Context: an optimization exercise on an open-source flow, tuned for small area and a short achievable clock period. The choices shown serve that exercise and are no tape-out recipe.
At most, simulation tests tie the RTL to the original design; equivalence was not proved.
For runs 1 and 3, only the layout was checked, not whether the RTL still works.
No activity file was given, so power comes from the tool's default toggle rates.

### flow/run.sh
#!/bin/bash
# synth_recipe.tcl (not shown) runs the flow's synth.tcl, then flattens the netlist and writes it again
# the make line also repeats each setting of config.mk as NAME=value (left out here)
make -C /OpenROAD-flow-scripts/flow DESIGN_CONFIG=/design/flow/config.mk WORK_HOME=/design/flow/orfs CLKGATE_MAP_FILE= SYNTH_SCRIPT=/design/flow/synth_recipe.tcl finish
### flow/config.mk
export PLATFORM = sky130hd
export DESIGN_NAME = lc3b_alu_pipe
export DESIGN_NICKNAME = lc3b_alu_pipe
export VERILOG_FILES = /design/flow/design.v
export SDC_FILE = /design/flow/constraint.sdc
export NUM_CORES = 4
export LEC_CHECK = 0
export CAP_MARGIN = 20
export CORE_MARGIN = 2
export CORE_UTILIZATION = 40
export SETUP_SLACK_MARGIN = 2.5
export SLEW_MARGIN = 20
### flow/constraint.sdc
create_clock -name core_clock -period 7.0 [get_ports {clk}]
set_input_delay 1.4000 -clock core_clock [delete_from_list [all_inputs] [get_ports {clk}]]
set_output_delay 1.4000 -clock core_clock [all_outputs]
set_load 0.01 [all_outputs]
### flow/design.v
package lc3b_types;
    typedef enum logic [3:0] {
        op_br   = 4'b0000,
        op_add  = 4'b0001,
        op_ldb  = 4'b0010,
        op_stb  = 4'b0011,
        op_jsr  = 4'b0100,
        op_and  = 4'b0101,
        op_ldr  = 4'b0110,
        op_str  = 4'b0111,
        op_rti  = 4'b1000,
        op_not  = 4'b1001,
        op_ldi  = 4'b1010,
        op_sti  = 4'b1011,
        op_jmp  = 4'b1100,
        op_shf  = 4'b1101,
        op_lea  = 4'b1110,
        op_trap = 4'b1111
    } lc3b_opcode;
    typedef enum logic [1:0] {
        x_base = 2'b00,
        x_ext1 = 2'b01,
        x_ext2 = 2'b10,
        x_ext3 = 2'b11
    } lc3b_lc3x;
    typedef enum logic [2:0] {
        alu_add,
        alu_sub,
        alu_mul,
        alu_and,
        alu_or,
        alu_xor,
        alu_not,
        alu_shf  
    } lc3b_aluop;
endpackage
`timescale 1ns/1ps
module control_rom
(
    input  logic [15:0] instr,
    output logic        writes,     
    output logic        k_mul,      
    output logic        k_as,       
    output logic        k_sub,      
    output logic        k_log,      
    output logic        k_shl,      
    output logic        k_shr,      
    output logic [1:0]  lsel,       
    output logic        use_imm,    
    output logic        use_sr2     
);
    logic [3:0] opcode;
    logic       i5;
    logic [1:0] x43;
    assign opcode = instr[15:12];
    assign i5     = instr[5];
    assign x43    = instr[4:3];
    always_comb
    begin
        writes  = 1'b0;
        k_mul   = 1'b0;
        k_as    = 1'b0;
        k_sub   = 1'b0;
        k_log   = 1'b0;
        k_shl   = 1'b0;
        k_shr   = 1'b0;
        lsel    = 2'b00;
        use_imm = 1'b0;
        use_sr2 = 1'b0;
        case (opcode)
            4'b0001:
            begin
                writes = 1'b1;
                if (i5)
                begin
                    k_as    = 1'b1;
                    use_imm = 1'b1;
                end
                else
                begin
                    use_sr2 = 1'b1;
                    if (x43 == 2'b01)
                        k_mul = 1'b1;
                    else
                    begin
                        k_as  = 1'b1;
                        k_sub = x43[1];
                    end
                end
            end
            4'b0101:
            begin
                k_log = 1'b1;
                if (i5)
                begin
                    writes  = 1'b1;
                    use_imm = 1'b1;
                    lsel    = 2'b00;
                end
                else
                begin
                    writes  = (x43 != 2'b11);
                    use_sr2 = 1'b1;
                    lsel    = x43;
                end
            end
            4'b1001:
            begin
                writes = 1'b1;
                k_log  = 1'b1;
                lsel   = 2'b11;
            end
            4'b1101:
            begin
                writes = 1'b1;
                k_shl  = ~instr[4];
                k_shr  = instr[4];
            end
            default: ;
        endcase
    end
endmodule
`timescale 1ns/1ps
module decode_stage
(
    input  logic                    clk,
    input  logic                    arst_n,
    input  logic                    instr_valid,
    input  logic [16-1:0]   instr,
    input  logic                    flush,
    input  logic [16-1:0]   rd_data1,
    input  logic [16-1:0]   rd_data2,
    input  logic [16-1:0]   alu_out,
    output logic                    d_valid,
    output logic [3-1:0]  d_dest,
    output logic [16-1:0]   d_opa,
    output logic [16-1:0]   d_opb,
    output logic                    d_mb,
    output logic                    d_as,
    output logic                    d_sub,
    output logic                    d_log,
    output logic                    d_shr,
    output logic [1:0]              d_lsel
);
    logic                   writes;
    logic                   k_mul, k_as, k_sub, k_log, k_shl, k_shr, use_imm, use_sr2;
    logic [1:0]             lsel;
    logic [3-1:0] sr1, sr2;
    logic [16-1:0]  va, vb, opb;
    logic                   fwd_a, fwd_b;
    control_rom u_rom
    (
        .instr   (instr),
        .writes  (writes),
        .k_mul   (k_mul),
        .k_as    (k_as),
        .k_sub   (k_sub),
        .k_log   (k_log),
        .k_shl   (k_shl),
        .k_shr   (k_shr),
        .lsel    (lsel),
        .use_imm (use_imm),
        .use_sr2 (use_sr2)
    );
    assign sr1 = instr[8:6];
    assign sr2 = instr[2:0];
    assign va = rd_data1;
    assign vb = rd_data2;
    assign fwd_a = d_valid && d_dest == sr1;
    assign fwd_b = use_sr2 && d_valid && d_dest == sr2;
    assign opb = use_imm ? {{(16-5){instr[4]}}, instr[4:0]} :
                 use_sr2 ? vb :
                 k_shl   ? (16'(1) << instr[3:0]) :
                           {{(16-6){1'b0}}, instr[5:0]};
    always_ff @(posedge clk or negedge arst_n)
    begin
        if (!arst_n)
            d_valid <= 1'b0;
        else
            d_valid <= instr_valid & ~flush & writes;
    end
    always_ff @(posedge clk)
    begin
        d_dest  <= instr[11:9];
        d_opa   <= fwd_a ? alu_out : va;
        d_opb   <= fwd_b ? alu_out : opb;
        d_mb    <= k_mul | k_shl;
        d_as    <= k_as;
        d_sub   <= k_sub;
        d_log   <= k_log;
        d_shr   <= k_shr;
        d_lsel  <= lsel;
    end
endmodule
`timescale 1ns/1ps
module mul_tree
(
    input  logic [15:0] x,
    input  logic [7:0]  one,
    input  logic [7:0]  two,
    input  logic [7:0]  neg,
    input  logic        cin0,
    input  logic [15:0] r,
    output logic [15:0] sa,
    output logic [15:0] sb
);
    wire pp0_0 = ((x[0] & one[0]) | (1'b0 & two[0])) ^ neg[0];
    wire pp0_1 = ((x[1] & one[0]) | (x[0] & two[0])) ^ neg[0];
    wire pp0_2 = ((x[2] & one[0]) | (x[1] & two[0])) ^ neg[0];
    wire pp0_3 = ((x[3] & one[0]) | (x[2] & two[0])) ^ neg[0];
    wire pp0_4 = ((x[4] & one[0]) | (x[3] & two[0])) ^ neg[0];
    wire pp0_5 = ((x[5] & one[0]) | (x[4] & two[0])) ^ neg[0];
    wire pp0_6 = ((x[6] & one[0]) | (x[5] & two[0])) ^ neg[0];
    wire pp0_7 = ((x[7] & one[0]) | (x[6] & two[0])) ^ neg[0];
    wire pp0_8 = ((x[8] & one[0]) | (x[7] & two[0])) ^ neg[0];
    wire pp0_9 = ((x[9] & one[0]) | (x[8] & two[0])) ^ neg[0];
    wire pp0_10 = ((x[10] & one[0]) | (x[9] & two[0])) ^ neg[0];
    wire pp0_11 = ((x[11] & one[0]) | (x[10] & two[0])) ^ neg[0];
    wire pp0_12 = ((x[12] & one[0]) | (x[11] & two[0])) ^ neg[0];
    wire pp0_13 = ((x[13] & one[0]) | (x[12] & two[0])) ^ neg[0];
    wire pp0_14 = ((x[14] & one[0]) | (x[13] & two[0])) ^ neg[0];
    wire pp0_15 = ((x[15] & one[0]) | (x[14] & two[0])) ^ neg[0];
    wire pp1_0 = ((x[0] & one[1]) | (1'b0 & two[1]) | r[2]) ^ neg[1];
    wire pp1_1 = ((x[1] & one[1]) | (x[0] & two[1]) | r[3]) ^ neg[1];
    wire pp1_2 = ((x[2] & one[1]) | (x[1] & two[1]) | r[4]) ^ neg[1];
    wire pp1_3 = ((x[3] & one[1]) | (x[2] & two[1]) | r[5]) ^ neg[1];
    wire pp1_4 = ((x[4] & one[1]) | (x[3] & two[1]) | r[6]) ^ neg[1];
    wire pp1_5 = ((x[5] & one[1]) | (x[4] & two[1]) | r[7]) ^ neg[1];
    wire pp1_6 = ((x[6] & one[1]) | (x[5] & two[1]) | r[8]) ^ neg[1];
    wire pp1_7 = ((x[7] & one[1]) | (x[6] & two[1]) | r[9]) ^ neg[1];
    wire pp1_8 = ((x[8] & one[1]) | (x[7] & two[1]) | r[10]) ^ neg[1];
    wire pp1_9 = ((x[9] & one[1]) | (x[8] & two[1]) | r[11]) ^ neg[1];
    wire pp1_10 = ((x[10] & one[1]) | (x[9] & two[1]) | r[12]) ^ neg[1];
    wire pp1_11 = ((x[11] & one[1]) | (x[10] & two[1]) | r[13]) ^ neg[1];
    wire pp1_12 = ((x[12] & one[1]) | (x[11] & two[1]) | r[14]) ^ neg[1];
    wire pp1_13 = ((x[13] & one[1]) | (x[12] & two[1]) | r[15]) ^ neg[1];
    wire pp2_0 = ((x[0] & one[2]) | (1'b0 & two[2])) ^ neg[2];
    wire pp2_1 = ((x[1] & one[2]) | (x[0] & two[2])) ^ neg[2];
    wire pp2_2 = ((x[2] & one[2]) | (x[1] & two[2])) ^ neg[2];
    wire pp2_3 = ((x[3] & one[2]) | (x[2] & two[2])) ^ neg[2];
    wire pp2_4 = ((x[4] & one[2]) | (x[3] & two[2])) ^ neg[2];
    wire pp2_5 = ((x[5] & one[2]) | (x[4] & two[2])) ^ neg[2];
    wire pp2_6 = ((x[6] & one[2]) | (x[5] & two[2])) ^ neg[2];
    wire pp2_7 = ((x[7] & one[2]) | (x[6] & two[2])) ^ neg[2];
    wire pp2_8 = ((x[8] & one[2]) | (x[7] & two[2])) ^ neg[2];
    wire pp2_9 = ((x[9] & one[2]) | (x[8] & two[2])) ^ neg[2];
    wire pp2_10 = ((x[10] & one[2]) | (x[9] & two[2])) ^ neg[2];
    wire pp2_11 = ((x[11] & one[2]) | (x[10] & two[2])) ^ neg[2];
    wire pp3_0 = ((x[0] & one[3]) | (1'b0 & two[3])) ^ neg[3];
    wire pp3_1 = ((x[1] & one[3]) | (x[0] & two[3])) ^ neg[3];
    wire pp3_2 = ((x[2] & one[3]) | (x[1] & two[3])) ^ neg[3];
    wire pp3_3 = ((x[3] & one[3]) | (x[2] & two[3])) ^ neg[3];
    wire pp3_4 = ((x[4] & one[3]) | (x[3] & two[3])) ^ neg[3];
    wire pp3_5 = ((x[5] & one[3]) | (x[4] & two[3])) ^ neg[3];
    wire pp3_6 = ((x[6] & one[3]) | (x[5] & two[3])) ^ neg[3];
    wire pp3_7 = ((x[7] & one[3]) | (x[6] & two[3])) ^ neg[3];
    wire pp3_8 = ((x[8] & one[3]) | (x[7] & two[3])) ^ neg[3];
    wire pp3_9 = ((x[9] & one[3]) | (x[8] & two[3])) ^ neg[3];
    wire pp4_0 = ((x[0] & one[4]) | (1'b0 & two[4])) ^ neg[4];
    wire pp4_1 = ((x[1] & one[4]) | (x[0] & two[4])) ^ neg[4];
    wire pp4_2 = ((x[2] & one[4]) | (x[1] & two[4])) ^ neg[4];
    wire pp4_3 = ((x[3] & one[4]) | (x[2] & two[4])) ^ neg[4];
    wire pp4_4 = ((x[4] & one[4]) | (x[3] & two[4])) ^ neg[4];
    wire pp4_5 = ((x[5] & one[4]) | (x[4] & two[4])) ^ neg[4];
    wire pp4_6 = ((x[6] & one[4]) | (x[5] & two[4])) ^ neg[4];
    wire pp4_7 = ((x[7] & one[4]) | (x[6] & two[4])) ^ neg[4];
    wire pp5_0 = ((x[0] & one[5]) | (1'b0 & two[5])) ^ neg[5];
    wire pp5_1 = ((x[1] & one[5]) | (x[0] & two[5])) ^ neg[5];
    wire pp5_2 = ((x[2] & one[5]) | (x[1] & two[5])) ^ neg[5];
    wire pp5_3 = ((x[3] & one[5]) | (x[2] & two[5])) ^ neg[5];
    wire pp5_4 = ((x[4] & one[5]) | (x[3] & two[5])) ^ neg[5];
    wire pp5_5 = ((x[5] & one[5]) | (x[4] & two[5])) ^ neg[5];
    wire pp6_0 = ((x[0] & one[6]) | (1'b0 & two[6])) ^ neg[6];
    wire pp6_1 = ((x[1] & one[6]) | (x[0] & two[6])) ^ neg[6];
    wire pp6_2 = ((x[2] & one[6]) | (x[1] & two[6])) ^ neg[6];
    wire pp6_3 = ((x[3] & one[6]) | (x[2] & two[6])) ^ neg[6];
    wire r7b0 = ((x[1] & one[7]) | (x[0] & two[7])) ^ neg[7];
    wire pp7_0 = x[0] & one[7];
    wire pp7_1 = r7b0 ^ (neg[7] & ~pp7_0);
    wire h0_10_0 = neg[5] ^ pp0_10;
    wire k0_10_0 = neg[5] & pp0_10;
    wire h0_11_1 = pp0_11 ^ pp2_7;
    wire k0_11_1 = pp0_11 & pp2_7;
    wire s0_12_0 = neg[6] ^ pp0_12 ^ pp2_8;
    wire c0_12_0 = (neg[6] & pp0_12) | (neg[6] & pp2_8) | (pp0_12 & pp2_8);
    wire h0_12_2 = pp3_6 ^ pp4_4;
    wire k0_12_2 = pp3_6 & pp4_4;
    wire s0_13_1 = pp0_13 ^ pp2_9 ^ pp3_7;
    wire c0_13_1 = (pp0_13 & pp2_9) | (pp0_13 & pp3_7) | (pp2_9 & pp3_7);
    wire h0_13_3 = pp4_5 ^ pp5_3;
    wire k0_13_3 = pp4_5 & pp5_3;
    wire s0_14_2 = pp0_14 ^ pp2_10 ^ pp3_8;
    wire c0_14_2 = (pp0_14 & pp2_10) | (pp0_14 & pp3_8) | (pp2_10 & pp3_8);
    wire s0_14_3 = pp4_6 ^ pp5_4 ^ pp6_2;
    wire c0_14_3 = (pp4_6 & pp5_4) | (pp4_6 & pp6_2) | (pp5_4 & pp6_2);
    wire s0_15_4 = pp0_15 ^ pp2_11 ^ pp3_9;
    wire s0_15_5 = pp4_7 ^ pp5_5 ^ pp6_3;
    wire h1_6_4 = pp0_6 ? ~neg[3] : neg[3];
    wire k1_6_4 = neg[3] & pp0_6;
    wire h1_7_5 = pp2_3 ? ~pp0_7 : pp0_7;
    wire k1_7_5 = pp0_7 & pp2_3;
    wire ts1_8_6 = neg[4] ^ pp0_8;
    wire s1_8_6 = pp2_4 ? ~ts1_8_6 : ts1_8_6;
    wire c1_8_6 = ts1_8_6 ? pp2_4 : neg[4];
    wire h1_8_6 = pp4_0 ? ~pp3_2 : pp3_2;
    wire k1_8_6 = pp3_2 & pp4_0;
    wire ts1_9_7 = pp0_9 ^ pp2_5;
    wire s1_9_7 = pp3_3 ? ~ts1_9_7 : ts1_9_7;
    wire c1_9_7 = ts1_9_7 ? pp3_3 : pp0_9;
    wire h1_9_7 = pp1_7 ? ~pp4_1 : pp4_1;
    wire k1_9_7 = pp4_1 & pp1_7;
    wire ts1_10_8 = pp2_6 ^ pp3_4;
    wire s1_10_8 = pp4_2 ? ~ts1_10_8 : ts1_10_8;
    wire c1_10_8 = ts1_10_8 ? pp4_2 : pp2_6;
    wire ts1_10_9 = pp5_0 ^ h0_10_0;
    wire s1_10_9 = pp1_8 ? ~ts1_10_9 : ts1_10_9;
    wire c1_10_9 = ts1_10_9 ? pp1_8 : pp5_0;
    wire ts1_11_10 = pp3_5 ^ pp4_3;
    wire s1_11_10 = pp5_1 ? ~ts1_11_10 : ts1_11_10;
    wire c1_11_10 = ts1_11_10 ? pp5_1 : pp3_5;
    wire ts1_11_11 = k0_10_0 ^ h0_11_1;
    wire s1_11_11 = pp1_9 ? ~ts1_11_11 : ts1_11_11;
    wire c1_11_11 = ts1_11_11 ? pp1_9 : k0_10_0;
    wire ts1_12_12 = pp5_2 ^ pp6_0;
    wire s1_12_12 = k0_11_1 ? ~ts1_12_12 : ts1_12_12;
    wire c1_12_12 = ts1_12_12 ? k0_11_1 : pp5_2;
    wire ts1_12_13 = h0_12_2 ^ s0_12_0;
    wire s1_12_13 = pp1_10 ? ~ts1_12_13 : ts1_12_13;
    wire c1_12_13 = ts1_12_13 ? pp1_10 : h0_12_2;
    wire ts1_13_14 = pp6_1 ^ k0_12_2;
    wire s1_13_14 = h0_13_3 ? ~ts1_13_14 : ts1_13_14;
    wire c1_13_14 = ts1_13_14 ? h0_13_3 : pp6_1;
    wire ts1_13_15 = c0_12_0 ^ s0_13_1;
    wire s1_13_15 = pp1_11 ? ~ts1_13_15 : ts1_13_15;
    wire c1_13_15 = ts1_13_15 ? pp1_11 : c0_12_0;
    wire ts1_14_16 = pp7_0 ^ k0_13_3;
    wire s1_14_16 = c0_13_1 ? ~ts1_14_16 : ts1_14_16;
    wire c1_14_16 = ts1_14_16 ? c0_13_1 : pp7_0;
    wire ts1_14_17 = s0_14_2 ^ s0_14_3;
    wire s1_14_17 = pp1_12 ? ~ts1_14_17 : ts1_14_17;
    wire c1_14_17 = ts1_14_17 ? pp1_12 : s0_14_2;
    wire ts1_15_18 = pp7_1 ^ c0_14_2;
    wire s1_15_18 = c0_14_3 ? ~ts1_15_18 : ts1_15_18;
    wire ts1_15_19 = s0_15_4 ^ s0_15_5;
    wire s1_15_19 = pp1_13 ? ~ts1_15_19 : ts1_15_19;
    wire h2_4_8 = pp0_4 ? ~neg[2] : neg[2];
    wire k2_4_8 = neg[2] & pp0_4;
    wire h2_5_9 = pp2_1 ? ~pp0_5 : pp0_5;
    wire k2_5_9 = pp0_5 & pp2_1;
    wire ts2_6_20 = pp2_2 ^ pp3_0;
    wire s2_6_20 = h1_6_4 ? ~ts2_6_20 : ts2_6_20;
    wire c2_6_20 = ts2_6_20 ? h1_6_4 : pp2_2;
    wire ts2_7_21 = pp3_1 ^ k1_6_4;
    wire s2_7_21 = h1_7_5 ? ~ts2_7_21 : ts2_7_21;
    wire c2_7_21 = ts2_7_21 ? h1_7_5 : pp3_1;
    wire ts2_8_22 = k1_7_5 ^ h1_8_6;
    wire s2_8_22 = s1_8_6 ? ~ts2_8_22 : ts2_8_22;
    wire c2_8_22 = ts2_8_22 ? s1_8_6 : k1_7_5;
    wire ts2_9_23 = k1_8_6 ^ c1_8_6;
    wire s2_9_23 = s1_9_7 ? ~ts2_9_23 : ts2_9_23;
    wire c2_9_23 = ts2_9_23 ? s1_9_7 : k1_8_6;
    wire ts2_10_24 = c1_9_7 ^ s1_10_8;
    wire s2_10_24 = k1_9_7 ? ~ts2_10_24 : ts2_10_24;
    wire c2_10_24 = ts2_10_24 ? k1_9_7 : c1_9_7;
    wire ts2_11_25 = c1_10_8 ^ s1_11_10;
    wire s2_11_25 = c1_10_9 ? ~ts2_11_25 : ts2_11_25;
    wire c2_11_25 = ts2_11_25 ? c1_10_9 : c1_10_8;
    wire ts2_12_26 = c1_11_10 ^ s1_12_12;
    wire s2_12_26 = c1_11_11 ? ~ts2_12_26 : ts2_12_26;
    wire c2_12_26 = ts2_12_26 ? c1_11_11 : c1_11_10;
    wire ts2_13_27 = c1_12_12 ^ s1_13_14;
    wire s2_13_27 = c1_12_13 ? ~ts2_13_27 : ts2_13_27;
    wire c2_13_27 = ts2_13_27 ? c1_12_13 : c1_12_12;
    wire ts2_14_28 = c1_13_14 ^ c1_13_15;
    wire s2_14_28 = s1_14_16 ? ~ts2_14_28 : ts2_14_28;
    wire c2_14_28 = ts2_14_28 ? s1_14_16 : c1_13_14;
    wire ts2_15_29 = c1_14_16 ^ c1_14_17;
    wire s2_15_29 = s1_15_18 ? ~ts2_15_29 : ts2_15_29;
    wire h3_0_10 = pp0_0 ? ~cin0 : cin0;
    wire k3_0_10 = cin0 & pp0_0;
    wire h3_1_11 = r[1] ? ~pp0_1 : pp0_1;
    wire k3_1_11 = pp0_1 & r[1];
    wire ts3_2_30 = neg[1] ^ pp0_2;
    wire s3_2_30 = pp1_0 ? ~ts3_2_30 : ts3_2_30;
    wire c3_2_30 = ts3_2_30 ? pp1_0 : neg[1];
    wire h3_3_12 = pp1_1 ? ~pp0_3 : pp0_3;
    wire k3_3_12 = pp0_3 & pp1_1;
    wire ts3_4_31 = pp2_0 ^ h2_4_8;
    wire s3_4_31 = pp1_2 ? ~ts3_4_31 : ts3_4_31;
    wire c3_4_31 = ts3_4_31 ? pp1_2 : pp2_0;
    wire ts3_5_32 = k2_4_8 ^ h2_5_9;
    wire s3_5_32 = pp1_3 ? ~ts3_5_32 : ts3_5_32;
    wire c3_5_32 = ts3_5_32 ? pp1_3 : k2_4_8;
    wire ts3_6_33 = k2_5_9 ^ pp1_4;
    wire s3_6_33 = s2_6_20 ? ~ts3_6_33 : ts3_6_33;
    wire c3_6_33 = ts3_6_33 ? s2_6_20 : k2_5_9;
    wire ts3_7_34 = pp1_5 ^ c2_6_20;
    wire s3_7_34 = s2_7_21 ? ~ts3_7_34 : ts3_7_34;
    wire c3_7_34 = ts3_7_34 ? s2_7_21 : pp1_5;
    wire ts3_8_35 = pp1_6 ^ c2_7_21;
    wire s3_8_35 = s2_8_22 ? ~ts3_8_35 : ts3_8_35;
    wire c3_8_35 = ts3_8_35 ? s2_8_22 : pp1_6;
    wire ts3_9_36 = h1_9_7 ^ c2_8_22;
    wire s3_9_36 = s2_9_23 ? ~ts3_9_36 : ts3_9_36;
    wire c3_9_36 = ts3_9_36 ? s2_9_23 : h1_9_7;
    wire ts3_10_37 = c2_9_23 ^ s1_10_9;
    wire s3_10_37 = s2_10_24 ? ~ts3_10_37 : ts3_10_37;
    wire c3_10_37 = ts3_10_37 ? s2_10_24 : c2_9_23;
    wire ts3_11_38 = s1_11_11 ^ c2_10_24;
    wire s3_11_38 = s2_11_25 ? ~ts3_11_38 : ts3_11_38;
    wire c3_11_38 = ts3_11_38 ? s2_11_25 : s1_11_11;
    wire ts3_12_39 = s1_12_13 ^ c2_11_25;
    wire s3_12_39 = s2_12_26 ? ~ts3_12_39 : ts3_12_39;
    wire c3_12_39 = ts3_12_39 ? s2_12_26 : s1_12_13;
    wire ts3_13_40 = s1_13_15 ^ c2_12_26;
    wire s3_13_40 = s2_13_27 ? ~ts3_13_40 : ts3_13_40;
    wire c3_13_40 = ts3_13_40 ? s2_13_27 : s1_13_15;
    wire ts3_14_41 = s1_14_17 ^ c2_13_27;
    wire s3_14_41 = s2_14_28 ? ~ts3_14_41 : ts3_14_41;
    wire c3_14_41 = ts3_14_41 ? s2_14_28 : s1_14_17;
    wire ts3_15_42 = s1_15_19 ^ c2_14_28;
    wire s3_15_42 = s2_15_29 ? ~ts3_15_42 : ts3_15_42;
    assign sa[0] = h3_0_10;
    assign sb[0] = r[0];
    assign sa[1] = k3_0_10;
    assign sb[1] = h3_1_11;
    assign sa[2] = k3_1_11;
    assign sb[2] = s3_2_30;
    assign sa[3] = c3_2_30;
    assign sb[3] = h3_3_12;
    assign sa[4] = k3_3_12;
    assign sb[4] = s3_4_31;
    assign sa[5] = c3_4_31;
    assign sb[5] = s3_5_32;
    assign sa[6] = c3_5_32;
    assign sb[6] = s3_6_33;
    assign sa[7] = c3_6_33;
    assign sb[7] = s3_7_34;
    assign sa[8] = c3_7_34;
    assign sb[8] = s3_8_35;
    assign sa[9] = c3_8_35;
    assign sb[9] = s3_9_36;
    assign sa[10] = c3_9_36;
    assign sb[10] = s3_10_37;
    assign sa[11] = c3_10_37;
    assign sb[11] = s3_11_38;
    assign sa[12] = c3_11_38;
    assign sb[12] = s3_12_39;
    assign sa[13] = c3_12_39;
    assign sb[13] = s3_13_40;
    assign sa[14] = c3_13_40;
    assign sb[14] = s3_14_41;
    assign sa[15] = c3_14_41;
    assign sb[15] = s3_15_42;
endmodule
module cpa16
(
    input  logic [15:0] a,
    input  logic [15:0] b,
    output logic [15:0] s
);
    logic [15:0] p, g;
    always_comb
        for (int i = 0; i < 16; i++)
        begin
            p[i] = b[i] ? ~a[i] : a[i];
            g[i] = a[i] & b[i];
        end
    wire G0_1 = g[1] | (p[1] & g[0]);
    wire P0_1 = p[1] & p[0];
    wire G0_3 = g[3] | (p[3] & g[2]);
    wire P0_3 = p[3] & p[2];
    wire G0_5 = g[5] | (p[5] & g[4]);
    wire P0_5 = p[5] & p[4];
    wire G0_7 = g[7] | (p[7] & g[6]);
    wire P0_7 = p[7] & p[6];
    wire G0_9 = g[9] | (p[9] & g[8]);
    wire P0_9 = p[9] & p[8];
    wire G0_11 = g[11] | (p[11] & g[10]);
    wire P0_11 = p[11] & p[10];
    wire G0_13 = g[13] | (p[13] & g[12]);
    wire P0_13 = p[13] & p[12];
    wire G0_15 = g[15] | (p[15] & g[14]);
    wire P0_15 = p[15] & p[14];
    wire G1_2 = g[2] | (p[2] & G0_1);
    wire P1_2 = p[2] & P0_1;
    wire G1_3 = G0_3 | (P0_3 & G0_1);
    wire P1_3 = P0_3 & P0_1;
    wire G1_6 = g[6] | (p[6] & G0_5);
    wire P1_6 = p[6] & P0_5;
    wire G1_7 = G0_7 | (P0_7 & G0_5);
    wire P1_7 = P0_7 & P0_5;
    wire G1_10 = g[10] | (p[10] & G0_9);
    wire P1_10 = p[10] & P0_9;
    wire G1_11 = G0_11 | (P0_11 & G0_9);
    wire P1_11 = P0_11 & P0_9;
    wire G1_14 = g[14] | (p[14] & G0_13);
    wire P1_14 = p[14] & P0_13;
    wire G1_15 = G0_15 | (P0_15 & G0_13);
    wire P1_15 = P0_15 & P0_13;
    wire G2_4 = g[4] | (p[4] & G1_3);
    wire P2_4 = p[4] & P1_3;
    wire G2_5 = G0_5 | (P0_5 & G1_3);
    wire P2_5 = P0_5 & P1_3;
    wire G2_6 = G1_6 | (P1_6 & G1_3);
    wire P2_6 = P1_6 & P1_3;
    wire G2_7 = G1_7 | (P1_7 & G1_3);
    wire P2_7 = P1_7 & P1_3;
    wire G2_12 = g[12] | (p[12] & G1_11);
    wire P2_12 = p[12] & P1_11;
    wire G2_13 = G0_13 | (P0_13 & G1_11);
    wire P2_13 = P0_13 & P1_11;
    wire G2_14 = G1_14 | (P1_14 & G1_11);
    wire P2_14 = P1_14 & P1_11;
    wire G2_15 = G1_15 | (P1_15 & G1_11);
    wire P2_15 = P1_15 & P1_11;
    wire G3_8 = g[8] | (p[8] & G2_7);
    wire P3_8 = p[8] & P2_7;
    wire G3_9 = G0_9 | (P0_9 & G2_7);
    wire P3_9 = P0_9 & P2_7;
    wire G3_10 = G1_10 | (P1_10 & G2_7);
    wire P3_10 = P1_10 & P2_7;
    wire G3_11 = G1_11 | (P1_11 & G2_7);
    wire P3_11 = P1_11 & P2_7;
    wire G3_12 = G2_12 | (P2_12 & G2_7);
    wire P3_12 = P2_12 & P2_7;
    wire G3_13 = G2_13 | (P2_13 & G2_7);
    wire P3_13 = P2_13 & P2_7;
    wire G3_14 = G2_14 | (P2_14 & G2_7);
    wire P3_14 = P2_14 & P2_7;
    wire G3_15 = G2_15 | (P2_15 & G2_7);
    wire P3_15 = P2_15 & P2_7;
    assign s[0] = p[0];
    assign s[1] = g[0] ? ~p[1] : p[1];
    assign s[2] = G0_1 ? ~p[2] : p[2];
    assign s[3] = G1_2 ? ~p[3] : p[3];
    assign s[4] = G1_3 ? ~p[4] : p[4];
    assign s[5] = G2_4 ? ~p[5] : p[5];
    assign s[6] = G2_5 ? ~p[6] : p[6];
    assign s[7] = G2_6 ? ~p[7] : p[7];
    assign s[8] = G2_7 ? ~p[8] : p[8];
    assign s[9] = G3_8 ? ~p[9] : p[9];
    assign s[10] = G3_9 ? ~p[10] : p[10];
    assign s[11] = G3_10 ? ~p[11] : p[11];
    assign s[12] = G3_11 ? ~p[12] : p[12];
    assign s[13] = G3_12 ? ~p[13] : p[13];
    assign s[14] = G3_13 ? ~p[14] : p[14];
    assign s[15] = G3_14 ? ~p[15] : p[15];
endmodule
module execute_stage
(
    input  logic                    clk,
    input  logic                    arst_n,
    input  logic                    d_valid,
    input  logic [3-1:0]  d_dest,
    input  logic [16-1:0]   d_opa,
    input  logic [16-1:0]   d_opb,
    input  logic                    d_mb,
    input  logic                    d_as,
    input  logic                    d_sub,
    input  logic                    d_log,
    input  logic                    d_shr,
    input  logic [1:0]              d_lsel,
    output logic [16-1:0]   alu_out,
    output logic                    wb_valid,
    output logic [3-1:0]  wb_dest,
    output logic [16-1:0]   wb_data
);
    logic [15:0] a, b;
    logic [7:0]  one, two, neg;
    logic [16:0] yb;
    logic [15:0] r, sa, sb, logic_out, shr_out;
    logic [31:0] shr_ext;
    logic        cin0;
    assign a = d_opa;
    assign b = d_opb;
    assign yb = {b, 1'b0};
    always_comb
    begin
        for (int j = 0; j < 8; j++)
        begin
            one[j] = d_mb & (yb[2*j+1] ^ yb[2*j]);
            two[j] = d_mb & ((yb[2*j+2] & ~yb[2*j+1] & ~yb[2*j]) |
                              (~yb[2*j+2] & yb[2*j+1] & yb[2*j]));
            neg[j] = d_mb & yb[2*j+2];
        end
        one[0] = (d_mb & b[0]) | d_as;
    end
    always_comb
    begin
        case (d_lsel)
            2'b00:   logic_out = a & b;
            2'b01:   logic_out = a | b;
            2'b10:   logic_out = a ^ b;
            default: logic_out = ~a;
        endcase
    end
    assign shr_ext = {{16{b[5] & a[15]}}, a} >> b[3:0];
    assign shr_out = shr_ext[15:0];
    assign r    = ({16{d_as}} & (b ^ {16{d_sub}})) |
                  ({16{d_log}} & logic_out) |
                  ({16{d_shr}} & shr_out);
    assign cin0 = neg[0] | d_sub;
    mul_tree u_tree
    (
        .x    (a),
        .one  (one),
        .two  (two),
        .neg  (neg),
        .cin0 (cin0),
        .r    (r),
        .sa   (sa),
        .sb   (sb)
    );
    cpa16 u_cpa
    (
        .a (sa),
        .b (sb),
        .s (alu_out)
    );
    always_ff @(posedge clk or negedge arst_n)
    begin
        if (!arst_n)
            wb_valid <= 1'b0;
        else
            wb_valid <= d_valid;
    end
    always_ff @(posedge clk)
    begin
        wb_dest <= d_dest;
        wb_data <= alu_out;
    end
endmodule
`timescale 1ns/1ps
module result_stage
(
    input  logic                    clk,
    input  logic                    arst_n,
    input  logic [3-1:0]  rd_addr1,
    input  logic [3-1:0]  rd_addr2,
    input  logic                    we,
    input  logic [3-1:0]  waddr,
    input  logic [16-1:0]   wdata,
    input  logic                    wb_valid,
    input  logic [16-1:0]   wb_data,
    output logic [16-1:0]   rd_data1,
    output logic [16-1:0]   rd_data2,
    output logic [2:0]              cc
);
    logic [16-1:0] regs [8];
    logic [8-1:0] written;
    logic [2:0]            nzp;
    always_comb
    begin
        rd_data1 = '0;
        rd_data2 = '0;
        for (int i = 0; i < 8; i++)
        begin
            rd_data1 = rd_data1 | (regs[i] & {16{written[i] && rd_addr1 == i}});
            rd_data2 = rd_data2 | (regs[i] & {16{written[i] && rd_addr2 == i}});
        end
    end
    assign nzp = wb_data[16-1] ? 3'b100 :
                 (wb_data == '0)       ? 3'b010 :
                                         3'b001;
    always_ff @(posedge clk)
    begin
        for (int i = 0; i < 8; i++)
            if (we && waddr == i)
                regs[i] <= wdata;
    end
    always_ff @(posedge clk or negedge arst_n)
    begin
        if (!arst_n)
        begin
            written <= '0;
            cc      <= 3'b010;  
        end
        else
        begin
            if (we)
                written[waddr] <= 1'b1;
            if (wb_valid)
                cc <= nzp;
        end
    end
endmodule
`timescale 1ns/1ps
module lc3b_alu_pipe
(
    input  logic                    clk,
    input  logic                    arst_n,
    input  logic                    instr_valid,
    input  logic [16-1:0]   instr,
    input  logic                    flush,
    output logic                    wb_valid,
    output logic [3-1:0]  wb_dest,
    output logic [16-1:0]   wb_data,
    output logic [2:0]              cc
);
    logic                   d_valid;
    logic [3-1:0] d_dest;
    logic [16-1:0]  d_opa;
    logic [16-1:0]  d_opb;
    logic                   d_mb;
    logic                   d_as;
    logic                   d_sub;
    logic                   d_log;
    logic                   d_shr;
    logic [1:0]             d_lsel;
    logic [16-1:0]  alu_out;
    logic [16-1:0]  rd_data1;
    logic [16-1:0]  rd_data2;
    decode_stage u_decode
    (
        .clk         (clk),
        .arst_n      (arst_n),
        .instr_valid (instr_valid),
        .instr       (instr),
        .flush       (flush),
        .rd_data1    (rd_data1),
        .rd_data2    (rd_data2),
        .alu_out     (alu_out),
        .d_valid     (d_valid),
        .d_dest      (d_dest),
        .d_opa       (d_opa),
        .d_opb       (d_opb),
        .d_mb        (d_mb),
        .d_as        (d_as),
        .d_sub       (d_sub),
        .d_log       (d_log),
        .d_shr       (d_shr),
        .d_lsel      (d_lsel)
    );
    execute_stage u_execute
    (
        .clk      (clk),
        .arst_n   (arst_n),
        .d_valid  (d_valid),
        .d_dest   (d_dest),
        .d_opa    (d_opa),
        .d_opb    (d_opb),
        .d_mb     (d_mb),
        .d_as     (d_as),
        .d_sub    (d_sub),
        .d_log    (d_log),
        .d_shr    (d_shr),
        .d_lsel   (d_lsel),
        .alu_out  (alu_out),
        .wb_valid (wb_valid),
        .wb_dest  (wb_dest),
        .wb_data  (wb_data)
    );
    result_stage u_result
    (
        .clk      (clk),
        .arst_n   (arst_n),
        .rd_addr1 (instr[8:6]),
        .rd_addr2 (instr[2:0]),
        .we       (d_valid),
        .waddr    (d_dest),
        .wdata    (alu_out),
        .wb_valid (wb_valid),
        .wb_data  (wb_data),
        .rd_data1 (rd_data1),
        .rd_data2 (rd_data2),
        .cc       (cc)
    );
endmodule
==> results.cfg, run 1 <==
[cells_and_area]
areaGrowthSynthToFinish_pct = 22.6
nets = 1654
fin_cells = 2039
stdcell_area_um2 = 17500
fin_util = 0.495
drive_gt1_frac = 0.219
nFillCells = 3218

[pwr]
power_density_nw_per_um2 = 188
p_int_mw = 2.28
switchingPower_uw = 994
seqPwrFrac = 0.425
p_leak_nw = 6.58
comb_power_share = 0.237
sw_frac_of_total = 0.303
clockPowerShare = 0.338
peakVddDrop_uv = 226

[logic_synthesis]
synthFlopType = edfxtp_1
async_flop_share = 0.0644
synth_warnings = 6
synth_top_area_share = 0.270
yosys.area.top_type = edfxtp_1
synth-seq-cells = 202
avgSynthCellArea_um2 = 9.53
yosysSeqAreaShare = 0.378
netlist_instances = 1496
synth_area_leaders = edfxtp_1, dfxtp_1, ha_1
netlist_area_um2 = 14300
synth_edf_count = 128
synth.distinct_cells = 80
syn_nets = 1589

[timing]
rsz0062_at_grt = true
fmax_mhz = 212
maxSlewViolCount = 0
hold_violations = 0
tns_ns = 0
finalCriticalPeriod_ns = 4.72
setup_viol = 0
worstMarginPinSlew_ns = 1.17
relSlewSlack = 0.218
whs_ns = 0.499
clock_skew_ns = 0.0123
post-route-period-util = 0.674

[clock_tree]
cts_tree = built
clk_pin_slew_ns = 0.06
htreeDepth = 1
cts_buffers = 22
root_buffer = clkbuf_16
insertion_delay_ns = 0.50
ctsHoldBuffers = 0
clockBufferDepth = 3
cts.sinks = 202

[worst_setup_path]
crit_family = compound AO/OA/AOI/OAI gates
worst-path-buf-inv = 5
critPathMaxFanout = 4
crit_chain = buf_12 > clkinvlp_4 > ha_4 > mux4_2 > a221o_1 > inv_2 > nand3_1 > o21ai_1 > nand2_1 > o221ai_2 > ha_1 > ha_4 > a21o_1 > a21oi_2 > o21ai_2 > a21o_1 > or4_4 > a31oi_4 > o21bai_4 > xor2_2 > buf_6 > clkinvlp_4
reg2reg_from = u_decode.d_opa[3]
end_kind = register
crit_type = reg2reg
startpoint = u_decode.d_opa[3]
critPathLaunchType = register
required_ns = 7.24
slowest_delay_ns = 0.45
cp_slowest_cell = mux4_2
worst-endpoint-arrival_ns = 4.96

[die]
rows = 69
io_pins = 43
die_w_um = 193
fp.coreArea_um2 = 35300
initial_utilization = 0.404
fp.dieH_um = 193
die_area_um2 = 37200

[global_route]
grt_use_total = 0.272
antenna_found_initial = 2
grt_first_pass_wirelength_mm = 76.5
grt_pass1_vias = 12500
grt-ovfl-total = 0
grt_max_degree = 34

[detailed_routing]
drt_pass1_iterations = 6
ant_nets = 0
drt-wirelength-per-cell_um = 25.4
wl_mm = 51.9
vias = 13100
drcViolationCount = 0
viasPerCell = 6.40
drt_iter0_drc = 1964

[min_path]
hold_start = u_result.written[6]
min_path_type = reg2reg

[status]
status = no timing/DRC/antenna violations

[place]
dp_cells = 1910
place_area_um2 = 15200
gp_congestion = 0.916
hpwlAfterDp_mm = 32.8
port-buffer-count = 42

[run]
drv_cap = 0
## logic make-up (layout without fill, tap and decap cells)
family	count (synthesis)	count (layout)	share of synthesized area
muxes	47	47	0.0499
and+or+nand+nor	353	353	0.118
adders and majority gates	100	100	0.0873
buffers and inverters	202	283	0.0553
other	0	1	0
DFF	202	202	0.378
xor gates and xnor gates	130	130	0.0828
AOI/OAI and AO/OA	462	462	0.229
## power groups by stage
stage               Sequential [mW]  Clock (mW)  Combinational [mW]
global placement               1.42           0               0.588
CTS                            1.39        1.12               0.698
detailed placement             1.43           0               0.594
global route                   1.40        1.16               0.817
finish                         1.39        1.11               0.778
floorplan                      1.38           0               0.404
## layout by cell type (no fill, tap or decap), types with 18 or more instances in the layout
| master | n |
|---|---|
| mux4_2 | 18 |
| a22oi_1 | 99 |
| edfxtp_1 | 128 |
| nand3_1 | 31 |
| dfxtp_1 | 32 |
| maj3_1 | 23 |
| clkdlybuf4s50_1 | 42 |
| buf_4 | 88 |
| xor2_1 | 38 |
| a222oi_1 | 30 |
| clkbuf_16 | 23 |
| buf_12 | 20 |
| inv_1 | 57 |
| ha_1 | 58 |
| nand2_1 | 110 |
| o21ai_0 | 66 |
| a221oi_1 | 36 |
| a21oi_1 | 84 |
| nor2_1 | 89 |
| xnor2_1 | 65 |
## synth_stat cells, types with 30 or more instances
master,number
a21oi_1,96
a221oi_1,36
a222oi_1,30
a22oi_1,99
clkbuf_1,98
dfxtp_1,61
edfxtp_1,128
ha_1,65
inv_1,72
nand2_1,111
nand3_1,31
nor2_1,100
o21ai_0,75
xnor2_1,84
xor2_1,43
## area by class of cell
| class | count | area (um2) | area share |
|---|---|---|---|
| multi-input combinational | 1092 | 8700 | 0.498 |
| tap | 461 | 577 | 0.0330 |
| clock buffer | 29 | 628 | 0.0359 |
| clock inverter | 11 | 58.8 | 0.00336 |
| sequential | 202 | 5460 | 0.313 |
| timing repair buffer | 166 | 1690 | 0.0967 |
| inverter | 75 | 345 | 0.0198 |
| antenna | 1 | 2.50 | 0.000143 |
| timing repair inverter | 2 | 15.0 | 0.000859 |
## sequential cells by signal (all words and copies together) (netlist names)
signal,count
u_result.regs,128
u_decode.d_opa,16
u_decode.d_opb,16
u_execute.wb_data,16
u_result.written,8
u_decode.d_dest,3
u_execute.wb_dest,3
u_result.cc,3
u_decode.d_lsel,2
u_decode.d_as,1
u_decode.d_log,1
u_decode.d_mb,1
u_decode.d_shr,1
u_decode.d_sub,1
u_decode.d_valid,1
u_execute.wb_valid,1
## worst register-to-register path, cell delays in order (launching register included)
cell	delay [ns]
dfxtp_4	0.37
buf_12	0.11
clkinvlp_4	0.10
ha_4	0.24
mux4_2	0.45
a221o_1	0.35
inv_2	0.07
nand3_1	0.09
o21ai_1	0.14
nand2_1	0.09
o221ai_2	0.07
ha_1	0.29
ha_4	0.23
a21o_1	0.20
a21oi_2	0.18
o21ai_2	0.11
a21o_1	0.20
or4_4	0.45
a31oi_4	0.20
o21bai_4	0.11
xor2_2	0.17
buf_6	0.14
clkinvlp_4	0.11
## what timing repair did
item                       CTS  global route
gates resized for setup    133            68
pin swaps                   22            27
setup buffers               47            36
setup endpoints to repair  122            96
cloned                       4             0
## final timing paths
| path | endpoint | slack, ns | depth (start not counted) |
|---|---|---|---|
| setup / recovery | u_result.regs[7][15] | 2.28 | 22 |
| hold / removal | u_result.written[6] | 0.50 | 1 |
| setup reg to reg | u_result.regs[7][15] | 2.28 | 22 |
| hold reg to reg | u_result.written[6] | 0.50 | 1 |
| max in group asynchronous | u_result.cc[2] | 5.35 | 1 |
| min in group asynchronous | u_result.written[7] | 1.27 | 1 |
## per-layer routing
| metal | part of all wire | GRT usage | vias to the layer above | wire [um] |
|---|---|---|---|---|
| li1 | - | - | 5738 | - |
| met3 | 0.11 | 0.0524 | 182 | 5500 |
| met2 | 0.45 | 0.430 | 861 | 23400 |
| met5 | 0 | 0 | - | 0 |
| met1 | 0.40 | 0.362 | 6273 | 20500 |
| met4 | 0.046 | 0.118 | 0 | 2390 |
## through the flow
step | total power [mW] | setup slack, ns
finish | 3.28 | 2.28
global route | 3.38 | 2.13
CTS | 3.21 | 2.35
detailed placement | 2.02 | 1.49
global placement | 2.01 | 1.56
floorplan | 1.79 | 2.42
==> run 2, diff against run 1 <==
--- a/flow/design.v
+++ b/flow/design.v
@@ -295,19 +295,19 @@
     wire c0_14_3 = (pp4_6 & pp5_4) | (pp4_6 & pp6_2) | (pp5_4 & pp6_2);
     wire s0_15_4 = pp0_15 ^ pp2_11 ^ pp3_9;
     wire s0_15_5 = pp4_7 ^ pp5_5 ^ pp6_3;
-    wire h1_6_4 = pp0_6 ? ~neg[3] : neg[3];
+    wire h1_6_4 = neg[3] ^ pp0_6;
     wire k1_6_4 = neg[3] & pp0_6;
-    wire h1_7_5 = pp2_3 ? ~pp0_7 : pp0_7;
+    wire h1_7_5 = pp0_7 ^ pp2_3;
     wire k1_7_5 = pp0_7 & pp2_3;
     wire ts1_8_6 = neg[4] ^ pp0_8;
     wire s1_8_6 = pp2_4 ? ~ts1_8_6 : ts1_8_6;
     wire c1_8_6 = ts1_8_6 ? pp2_4 : neg[4];
-    wire h1_8_6 = pp4_0 ? ~pp3_2 : pp3_2;
+    wire h1_8_6 = pp3_2 ^ pp4_0;
     wire k1_8_6 = pp3_2 & pp4_0;
     wire ts1_9_7 = pp0_9 ^ pp2_5;
     wire s1_9_7 = pp3_3 ? ~ts1_9_7 : ts1_9_7;
     wire c1_9_7 = ts1_9_7 ? pp3_3 : pp0_9;
-    wire h1_9_7 = pp1_7 ? ~pp4_1 : pp4_1;
+    wire h1_9_7 = pp4_1 ^ pp1_7;
     wire k1_9_7 = pp4_1 & pp1_7;
     wire ts1_10_8 = pp2_6 ^ pp3_4;
     wire s1_10_8 = pp4_2 ? ~ts1_10_8 : ts1_10_8;
@@ -343,9 +343,9 @@
     wire s1_15_18 = c0_14_3 ? ~ts1_15_18 : ts1_15_18;
     wire ts1_15_19 = s0_15_4 ^ s0_15_5;
     wire s1_15_19 = pp1_13 ? ~ts1_15_19 : ts1_15_19;
-    wire h2_4_8 = pp0_4 ? ~neg[2] : neg[2];
+    wire h2_4_8 = neg[2] ^ pp0_4;
     wire k2_4_8 = neg[2] & pp0_4;
-    wire h2_5_9 = pp2_1 ? ~pp0_5 : pp0_5;
+    wire h2_5_9 = pp0_5 ^ pp2_1;
     wire k2_5_9 = pp0_5 & pp2_1;
     wire ts2_6_20 = pp2_2 ^ pp3_0;
     wire s2_6_20 = h1_6_4 ? ~ts2_6_20 : ts2_6_20;
@@ -376,14 +376,14 @@
     wire c2_14_28 = ts2_14_28 ? s1_14_16 : c1_13_14;
     wire ts2_15_29 = c1_14_16 ^ c1_14_17;
     wire s2_15_29 = s1_15_18 ? ~ts2_15_29 : ts2_15_29;
-    wire h3_0_10 = pp0_0 ? ~cin0 : cin0;
+    wire h3_0_10 = cin0 ^ pp0_0;
     wire k3_0_10 = cin0 & pp0_0;
-    wire h3_1_11 = r[1] ? ~pp0_1 : pp0_1;
+    wire h3_1_11 = pp0_1 ^ r[1];
     wire k3_1_11 = pp0_1 & r[1];
     wire ts3_2_30 = neg[1] ^ pp0_2;
     wire s3_2_30 = pp1_0 ? ~ts3_2_30 : ts3_2_30;
     wire c3_2_30 = ts3_2_30 ? pp1_0 : neg[1];
-    wire h3_3_12 = pp1_1 ? ~pp0_3 : pp0_3;
+    wire h3_3_12 = pp0_3 ^ pp1_1;
     wire k3_3_12 = pp0_3 & pp1_1;
     wire ts3_4_31 = pp2_0 ^ h2_4_8;
     wire s3_4_31 = pp1_2 ? ~ts3_4_31 : ts3_4_31;
--- a/flow/config.mk
+++ b/flow/config.mk
@@ -8,5 +8,5 @@
 export CAP_MARGIN = 20
 export CORE_MARGIN = 2
 export CORE_UTILIZATION = 40
-export SETUP_SLACK_MARGIN = 2.5
+export SETUP_SLACK_MARGIN = 1.5
 export SLEW_MARGIN = 20
==> run 2 against run 1 <==
Compared with the run above: sequential cell count did not move; utilization fell by 4.6 points; clock power increased by 9%; count of clock-buffer cells in the layout fell by 2; via count shrank 4.9%; worst hold slack worse by 0.0099 ns; global-route usage is 1.5 points lower; still clean; total power fell by 0.55%.
==> results.cfg, run 2 <==
[status]
status = no timing/DRC/antenna violations

[detailed_routing]
vias = 12400
drt_iter0_drc = 1785
wl_met3_mm = 4.52
wl_met2_mm = 21.7
ant_nets = 0
wirelength_met1_mm = 20.0
drcViolationCount = 0
dr.max_layer_used = met4
drt-wirelength-per-cell_um = 24.6
viasPerCell = 6.33
wl_mm = 48.2
drt_pass1_iterations = 8

[global_route]
grt-ovfl-total = 0
antenna_found_initial = 0
grt_first_pass_wirelength_mm = 72.7
grt_max_degree = 37
grt_pass1_vias = 11700
grt_use_total = 0.257

[clock_tree]
cts.sinks = 202
cts_tree = built
htreeDepth = 1
clockBufferDepth = 3
root_buffer = clkbuf_16
insertion_delay_ns = 0.52
clk_pin_slew_ns = 0.06
cts_buffers = 23

[logic_synthesis]
netlist_instances = 1511
synthFlopType = edfxtp_1
avgSynthCellArea_um2 = 9.41
synth_top_area_share = 0.270
synth_edf_count = 128
yosysMostFrequentCell = edfxtp_1
yosys.area.top_type = edfxtp_1
synth_warnings = 6
synth_area_leaders = edfxtp_1, dfxtp_1, ha_1
synth-seq-cells = 202
yosysSeqAreaShare = 0.379
netlist_area_um2 = 14200
synth_commonest_cells = edfxtp_1, nand2_1, a21oi_1
async_flop_share = 0.0644
syn_nets = 1604
synth.distinct_cells = 74

[place]
hpwlAfterDp_mm = 32.6
port-buffer-count = 42
gp_congestion = 0.922
dp_slack_ns = 1.27
dp_cells = 1915
place_area_um2 = 15000

[timing]
relSlewSlack = 0.270
setup_slack_ns = 1.77
maxSlewViolCount = 0
worstMarginPinSlew_ns = 1.09
finalCriticalPeriod_ns = 5.23
post-route-period-util = 0.747
tns_ns = 0
whs_ns = 0.489
fmax_mhz = 191
rsz0062_at_grt = false
clock_skew_ns = 0.0273
hold_violations = 0
setup_viol = 0

[run]
drv_cap = 0

[worst_setup_path]
critPathMaxFanout = 36
reg2reg_to = u_result.regs[5][9]
cp_slowest_cell = mux4_2
crit_type = reg2reg
r2r_slack_ns = 1.77
required_ns = 7.20
end_kind = register
crit_cells = 22
reg2reg_depth = 22
cpMostUsedCell = nand2_1
worst-path-buf-inv = 5
crit_chain = buf_6 > clkinvlp_4 > buf_4 > buf_4 > ha_1 > mux4_2 > nand2_1 > nand2_1 > a21oi_1 > nor2_1 > a221o_1 > ha_1 > ha_1 > a21o_1 > a21oi_1 > nor2b_1 > nand2_1 > nand2_1 > a21oi_1 > fa_1 > xor2_1 > inv_1
crit_family = adder cells
reg2reg_from = u_decode.d_opb[3]
startpoint = u_decode.d_opb[3]
critPathLaunchType = register
crit_end = u_result.regs[5][9]
worst-endpoint-arrival_ns = 5.42
slowest_delay_ns = 0.45

[die]
initial_utilization = 0.402
io_pins = 43
rows = 69
fp.dieH_um = 192
fp.coreArea_um2 = 35300
die_w_um = 192
die_area_um2 = 37100

[cells_and_area]
largest_register = u_result.regs
fin_util = 0.449
areaGrowthSynthToFinish_pct = 11.6
drive_gt1_frac = 0.101
nets = 1576
nFillCells = 3326
largest_reg_flops = 128
fin_cells = 1961
n_antenna_cell = 0
layout_commonest_cell = edfxtp_1
most-common-layout-cells = edfxtp_1, nand2_1, a21oi_1
stdcell_area_um2 = 15900

[pwr]
power_density_nw_per_um2 = 206
p_leak_nw = 5.97
peakVddDrop_uv = 280
p_total_mw = 3.26

[min_path]
min_path_type = reg2reg
==> run 2: cell families (layout without fill, tap and decap cells) <==
group	after synthesis	count (layout)	share of synthesized area
DFF	202	202	0.379
buffers and inverters	220	209	0.0615
muxes	44	44	0.0457
xor gates and xnor gates	125	125	0.0809
and+or+nand+nor	354	354	0.117
AOI/OAI and AO/OA	468	468	0.229
adders and majority gates	98	98	0.0864
==> run 2: worst min-delay path by stage <==
stage                                    from                    to  slack [ns]  cells past startpoint
after floorplan            u_decode.d_dest[2]  u_execute.wb_dest[2]        0.35                      0
after global placement    u_result.written[6]   u_result.written[6]        0.47                      1
after detailed placement  u_result.written[7]   u_result.written[7]        0.47                      1
after CTS                 u_result.written[6]   u_result.written[6]        0.49                      1
after global routing      u_result.written[7]   u_result.written[7]        0.51                      1
final                     u_result.written[6]   u_result.written[6]        0.49                      1
==> run 2: per-layer routing <==
metal	global-route usage	vias up
met5	0.00412	-
met4	0.103	0
met3	0.0389	149
met2	0.408	772
met1	0.352	5908
li1	-	5587
==> run 2: layout make-up <==
class                           count  area (um2)  area share
Clock buffer                       27         653      0.0412
Clock inverter                     15         115     0.00726
Inverter                           87         340      0.0215
Multi-Input combinational cell   1089        8050       0.507
Sequential cell                   202        5410       0.341
Tap cell                          461         577      0.0364
Timing Repair Buffer               79         712      0.0449
Timing Repair inverter              1        5.00    0.000316
==> run 2: worst reg2reg max path, cell delays in order (launching register included) <==
cell and delay [ns]:
dfxtp_1 0.40, buf_6 0.32, clkinvlp_4 0.14, buf_4 0.18
buf_4 0.17, ha_1 0.28, mux4_2 0.45, nand2_1 0.10
nand2_1 0.07, a21oi_1 0.13, nor2_1 0.05, a221o_1 0.31
ha_1 0.29, ha_1 0.30, a21o_1 0.16, a21oi_1 0.08
nor2b_1 0.14, nand2_1 0.07, nand2_1 0.10, a21oi_1 0.10
fa_1 0.38, xor2_1 0.42, inv_1 0.26
==> run 2: where the power goes <==
group / switching, mW / internal (mW)
registers: 0.0729 / 1.33
clock network: 0.502 / 0.709
logic: 0.405 / 0.245
==> run 2: timing repair <==
action | 4_1_cts | 5_1_grt
cloned | 0 | 1
buffers inserted | 0 | 3
pin swaps | 0 | 0
hold buffers | 0 | 0
setup endpoints to repair | 19 | 57
resized for setup | 3 | 27
==> run 3, diff against run 2 <==
--- a/flow/design.v
+++ b/flow/design.v
@@ -277,37 +277,43 @@
     wire r7b0 = ((x[1] & one[7]) | (x[0] & two[7])) ^ neg[7];
     wire pp7_0 = x[0] & one[7];
     wire pp7_1 = r7b0 ^ (neg[7] & ~pp7_0);
-    wire h0_10_0 = neg[5] ^ pp0_10;
+    wire h0_10_0 = pp0_10 ? ~neg[5] : neg[5];
     wire k0_10_0 = neg[5] & pp0_10;
-    wire h0_11_1 = pp0_11 ^ pp2_7;
+    wire h0_11_1 = pp2_7 ? ~pp0_11 : pp0_11;
     wire k0_11_1 = pp0_11 & pp2_7;
-    wire s0_12_0 = neg[6] ^ pp0_12 ^ pp2_8;
-    wire c0_12_0 = (neg[6] & pp0_12) | (neg[6] & pp2_8) | (pp0_12 & pp2_8);
-    wire h0_12_2 = pp3_6 ^ pp4_4;
+    wire ts0_12_0 = neg[6] ^ pp0_12;
+    wire s0_12_0 = pp2_8 ? ~ts0_12_0 : ts0_12_0;
+    wire c0_12_0 = ts0_12_0 ? pp2_8 : neg[6];
+    wire h0_12_2 = pp4_4 ? ~pp3_6 : pp3_6;
     wire k0_12_2 = pp3_6 & pp4_4;
-    wire s0_13_1 = pp0_13 ^ pp2_9 ^ pp3_7;
-    wire c0_13_1 = (pp0_13 & pp2_9) | (pp0_13 & pp3_7) | (pp2_9 & pp3_7);
-    wire h0_13_3 = pp4_5 ^ pp5_3;
+    wire ts0_13_1 = pp0_13 ^ pp2_9;
+    wire s0_13_1 = pp3_7 ? ~ts0_13_1 : ts0_13_1;
+    wire c0_13_1 = ts0_13_1 ? pp3_7 : pp0_13;
+    wire h0_13_3 = pp5_3 ? ~pp4_5 : pp4_5;
     wire k0_13_3 = pp4_5 & pp5_3;
-    wire s0_14_2 = pp0_14 ^ pp2_10 ^ pp3_8;
-    wire c0_14_2 = (pp0_14 & pp2_10) | (pp0_14 & pp3_8) | (pp2_10 & pp3_8);
-    wire s0_14_3 = pp4_6 ^ pp5_4 ^ pp6_2;
-    wire c0_14_3 = (pp4_6 & pp5_4) | (pp4_6 & pp6_2) | (pp5_4 & pp6_2);
-    wire s0_15_4 = pp0_15 ^ pp2_11 ^ pp3_9;
-    wire s0_15_5 = pp4_7 ^ pp5_5 ^ pp6_3;
-    wire h1_6_4 = neg[3] ^ pp0_6;
+    wire ts0_14_2 = pp0_14 ^ pp2_10;
+    wire s0_14_2 = pp3_8 ? ~ts0_14_2 : ts0_14_2;
+    wire c0_14_2 = ts0_14_2 ? pp3_8 : pp0_14;
+    wire ts0_14_3 = pp4_6 ^ pp5_4;
+    wire s0_14_3 = pp6_2 ? ~ts0_14_3 : ts0_14_3;
+    wire c0_14_3 = ts0_14_3 ? pp6_2 : pp4_6;
+    wire ts0_15_4 = pp0_15 ^ pp2_11;
+    wire s0_15_4 = pp3_9 ? ~ts0_15_4 : ts0_15_4;
+    wire ts0_15_5 = pp4_7 ^ pp5_5;
+    wire s0_15_5 = pp6_3 ? ~ts0_15_5 : ts0_15_5;
+    wire h1_6_4 = pp0_6 ? ~neg[3] : neg[3];
     wire k1_6_4 = neg[3] & pp0_6;
-    wire h1_7_5 = pp0_7 ^ pp2_3;
+    wire h1_7_5 = pp2_3 ? ~pp0_7 : pp0_7;
     wire k1_7_5 = pp0_7 & pp2_3;
     wire ts1_8_6 = neg[4] ^ pp0_8;
     wire s1_8_6 = pp2_4 ? ~ts1_8_6 : ts1_8_6;
     wire c1_8_6 = ts1_8_6 ? pp2_4 : neg[4];
-    wire h1_8_6 = pp3_2 ^ pp4_0;
+    wire h1_8_6 = pp4_0 ? ~pp3_2 : pp3_2;
     wire k1_8_6 = pp3_2 & pp4_0;
     wire ts1_9_7 = pp0_9 ^ pp2_5;
     wire s1_9_7 = pp3_3 ? ~ts1_9_7 : ts1_9_7;
     wire c1_9_7 = ts1_9_7 ? pp3_3 : pp0_9;
-    wire h1_9_7 = pp4_1 ^ pp1_7;
+    wire h1_9_7 = pp1_7 ? ~pp4_1 : pp4_1;
     wire k1_9_7 = pp4_1 & pp1_7;
     wire ts1_10_8 = pp2_6 ^ pp3_4;
     wire s1_10_8 = pp4_2 ? ~ts1_10_8 : ts1_10_8;
@@ -343,9 +349,9 @@
     wire s1_15_18 = c0_14_3 ? ~ts1_15_18 : ts1_15_18;
     wire ts1_15_19 = s0_15_4 ^ s0_15_5;
     wire s1_15_19 = pp1_13 ? ~ts1_15_19 : ts1_15_19;
-    wire h2_4_8 = neg[2] ^ pp0_4;
+    wire h2_4_8 = pp0_4 ? ~neg[2] : neg[2];
     wire k2_4_8 = neg[2] & pp0_4;
-    wire h2_5_9 = pp0_5 ^ pp2_1;
+    wire h2_5_9 = pp2_1 ? ~pp0_5 : pp0_5;
     wire k2_5_9 = pp0_5 & pp2_1;
     wire ts2_6_20 = pp2_2 ^ pp3_0;
     wire s2_6_20 = h1_6_4 ? ~ts2_6_20 : ts2_6_20;
@@ -376,14 +382,14 @@
     wire c2_14_28 = ts2_14_28 ? s1_14_16 : c1_13_14;
     wire ts2_15_29 = c1_14_16 ^ c1_14_17;
     wire s2_15_29 = s1_15_18 ? ~ts2_15_29 : ts2_15_29;
-    wire h3_0_10 = cin0 ^ pp0_0;
+    wire h3_0_10 = pp0_0 ? ~cin0 : cin0;
     wire k3_0_10 = cin0 & pp0_0;
-    wire h3_1_11 = pp0_1 ^ r[1];
+    wire h3_1_11 = r[1] ? ~pp0_1 : pp0_1;
     wire k3_1_11 = pp0_1 & r[1];
     wire ts3_2_30 = neg[1] ^ pp0_2;
     wire s3_2_30 = pp1_0 ? ~ts3_2_30 : ts3_2_30;
     wire c3_2_30 = ts3_2_30 ? pp1_0 : neg[1];
-    wire h3_3_12 = pp0_3 ^ pp1_1;
+    wire h3_3_12 = pp1_1 ? ~pp0_3 : pp0_3;
     wire k3_3_12 = pp0_3 & pp1_1;
     wire ts3_4_31 = pp2_0 ^ h2_4_8;
     wire s3_4_31 = pp1_2 ? ~ts3_4_31 : ts3_4_31;
@@ -587,14 +593,13 @@
         one[0] = (d_mb & b[0]) | d_as;
     end
     always_comb
-    begin
-        case (d_lsel)
-            2'b00:   logic_out = a & b;
-            2'b01:   logic_out = a | b;
-            2'b10:   logic_out = a ^ b;
-            default: logic_out = ~a;
-        endcase
-    end
+        for (int i = 0; i < 16; i++)
+            case (d_lsel)
+                2'b00:   logic_out[i] = a[i] & b[i];
+                2'b01:   logic_out[i] = a[i] | b[i];
+                2'b10:   logic_out[i] = b[i] ? ~a[i] : a[i];
+                default: logic_out[i] = ~a[i];
+            endcase
     assign shr_ext = {{16{b[5] & a[15]}}, a} >> b[3:0];
     assign shr_out = shr_ext[15:0];
     assign r    = ({16{d_as}} & (b ^ {16{d_sub}})) |
==> run 3 against run 2 <==
Compared with the run above: clock skew shrank 0.014 ns; critical path depth shrank 5; synthesized cell count grew 3.2%; routed wire length grew 3.2%; sequential power is essentially flat; maximum frequency is essentially flat; die area grew 3.1%; sequential cell count is the same; count of clock-buffer cells in the layout shrank 2; cell count grew 2.1%; largest power group unchanged.
==> results.cfg, run 3 <==
[logic_synthesis]
syn_nets = 1648
synthAdderAreaFrac = 0.0802
async_flop_share = 0.0644
synth_xor_area_frac = 0.0781
netlist_instances = 1559
synth_top_family_by_area = compound AO/OA/AOI/OAI gates
yosysMostFrequentCell = edfxtp_1
yosysSeqAreaShare = 0.368
synth_warnings = 6
synth-seq-cells = 202
synth_commonest_cells = edfxtp_1, nand2_1, nor2_1
netlist_area_um2 = 14700
synth_area_leaders = edfxtp_1, dfxtp_1, ha_1
avgSynthCellArea_um2 = 9.41
synth_mux_area_frac = 0.0478
yosys.area.top_type = edfxtp_1
synth_edf_count = 128
synth.distinct_cells = 89
yosys.area_share.simple = 0.123
synthFlopType = edfxtp_1
synth_top_area_share = 0.262
synth_compound_area_frac = 0.242

[timing]
rsz0062_at_grt = true
clock_skew_ns = 0.0136
post-route-period-util = 0.746
hold_violations = 0
finalCriticalPeriod_ns = 5.23
whs_ns = 0.478
setup_slack_ns = 1.77
relSlewSlack = 0.262
tns_ns = 0
maxSlewViolCount = 0
setup_viol = 0
worstMarginPinSlew_ns = 1.11
fmax_mhz = 191

[worst_setup_path]
worst-path-buf-inv = 2
critPathMaxFanout = 34
required_ns = 7.18
cp_slowest_cell = a21oi_2
worst-endpoint-arrival_ns = 5.41
critPathLaunchType = register
crit_type = reg2reg
reg2reg_from = u_decode.d_opb[1]
crit_chain = buf_6 > or3b_1 > a21oi_2 > a222oi_1 > a21boi_0 > nand3_1 > o21ai_0 > nand2_1 > o221ai_1 > maj3_1 > ha_1 > a21o_1 > a31o_2 > a21oi_1 > a21oi_1 > xnor2_1 > inv_1
cpMostUsedCell = a21oi_1
slowest_delay_ns = 0.61
crit_family = compound AO/OA/AOI/OAI gates
startpoint = u_decode.d_opb[1]
end_kind = register

[global_route]
grt_use_total = 0.255
antenna_found_initial = 0
grt_first_pass_wirelength_mm = 75.6
grt-ovfl-total = 0
grt_max_degree = 37
grt_pass1_vias = 12200

[detailed_routing]
ant_nets = 0
wl_met2_mm = 22.7
wirelength_met1_mm = 21.1
drcViolationCount = 0
drt_pass1_iterations = 9
drt-wirelength-per-cell_um = 24.8
vias = 12900
dr.max_layer_used = met4
wl_met3_mm = 4.33
viasPerCell = 6.46
wl_mm = 49.8
drt_iter0_drc = 1590

[cells_and_area]
areaGrowthSynthToFinish_pct = 9.90
multi_input_area_um2 = 8430
layout_commonest_cell = edfxtp_1
largest_register = u_result.regs
nFillCells = 3499
fin_cells = 2003
fin_util = 0.443
nets = 1610
stdcell_area_um2 = 16100
most-common-layout-cells = edfxtp_1, nand2_1, nor2_1
n_antenna_cell = 0
largest_reg_flops = 128
seq_area_um2 = 5400
drive_gt1_frac = 0.0899

[run]
drv_cap = 0

[pwr]
power_density_nw_per_um2 = 196
seqPwrFrac = 0.447
p_leak_nw = 6.12
sw_frac_of_total = 0.297
p_total_mw = 3.16
comb_power_share = 0.205
p_int_mw = 2.22
switchingPower_uw = 938
peakVddDrop_uv = 223
clockPowerShare = 0.348

[place]
gp_congestion = 0.944
hpwlAfterDp_mm = 33.6
port-buffer-count = 42
dp_slack_ns = 1.50
place_area_um2 = 15400
dp_cells = 1967

[die]
io_pins = 43
initial_utilization = 0.403
fp.coreArea_um2 = 36300
die_area_um2 = 38200
die_w_um = 195
rows = 70
fp.dieH_um = 195

[clock_tree]
cts_tree = built
cts.sinks = 202
post-cts-setup-buffer-count = 0
clk_pin_slew_ns = 0.06
root_buffer = clkbuf_16
htreeDepth = 1
clockBufferDepth = 3
cts_resized = 1
insertion_delay_ns = 0.50
cts_buffers = 20
ctsHoldBuffers = 0

[status]
status = no timing/DRC/antenna violations

[min_path]
min_path_type = reg2reg
hold_start = u_decode.d_dest[0]
==> run 3: cell count changes after synthesis, sizes merged, moves of 7 or more <==
cell    previous run  this run
a222oi            35        27
a32oi              1        14
a21oi            102        87
nand3             25        42
o21ai             84        71
a221oi            44        51
a22o              20        30
==> run 3: worst paths after layout <==
| check | endpoint | slack [ns] | depth (start not counted) |
|---|---|---|---|
| worst max-delay path | u_result.regs[6][13] | 1.77 | 17 |
| worst min-delay path | u_execute.wb_dest[0] | 0.48 | 0 |
| worst max register to register | u_result.regs[6][13] | 1.77 | 17 |
| worst min register to register | u_execute.wb_dest[0] | 0.48 | 0 |
| max in group asynchronous | u_decode.d_valid | 5.31 | 1 |
| min in group asynchronous | u_execute.wb_valid | 1.29 | 1 |
==> run 3: area by class of cell <==
class | instances | share of cell area
inverter | 88 | 0.0205
timing repair buffer | 78 | 0.0431
clock buffer | 25 | 0.0348
sequential | 202 | 0.335
multi-input combinational | 1131 | 0.523
tap | 468 | 0.0363
clock inverter | 11 | 0.00683
==> run 3: logic make-up (layout without fill, tap and decap cells) <==
kind of cell,after synthesis,in the layout
xor gates and xnor gates,125,125
muxes,48,48
buffers and inverters,226,202
and+or+nand+nor,375,375
DFF,202,202
adders and majority gates,97,97
AOI/OAI and AO/OA,486,486
==> run 3: power groups by stage <==
stage               sequential [mW]  combinational (mW)  clock, mW
finish                         1.41               0.648       1.10
global route                   1.41               0.698       1.15
CTS                            1.41               0.636       1.11
detailed placement             1.43               0.632          0
global placement               1.43               0.624          0
floorplan                      1.38               0.447          0
==> run 3: worst register-to-register path, cell delays in order, from the launching register on <==
cell	delay, ns
dfxtp_1	0.38
buf_6	0.23
or3b_1	0.44
a21oi_2	0.61
a222oi_1	0.18
a21boi_0	0.23
nand3_1	0.17
o21ai_0	0.08
nand2_1	0.08
o221ai_1	0.24
maj3_1	0.44
ha_1	0.34
a21o_1	0.19
a31o_2	0.24
a21oi_1	0.21
a21oi_1	0.16
xnor2_1	0.44
inv_1	0.25
==> run 3: layer usage <==
metal  vias to the layer above  global-route usage
met4                         0              0.0809
met1                      6304               0.354
met2                       727               0.416
met3                       120              0.0311
met5                         -                   0
li1                       5793                   -

[port drivers added, routing unchanged]
No port has a modelled driver above. Below, the same layouts with a new extraction and two added sets of constraints. Step 1, drivers: a clkbuf_16 drives clk and a buf_2 each remaining input, both assumed. Step 2, shift: input delay + t, output delay - t, t = (earliest + latest rising clock arrival at the registers) / 2. This alone moves slack from input paths to output paths. a / b / c = ideal / step 1 / step 2; a / b = the first two.
run	t (ns)	setup WS [ns]
run 1	0.544	2.282 / 2.282 / 2.228
run 2	0.554	1.774 / 1.774 / 1.774
run 3	0.536	1.775 / 1.775 / 1.775
After both steps every run listed still meets setup and hold.
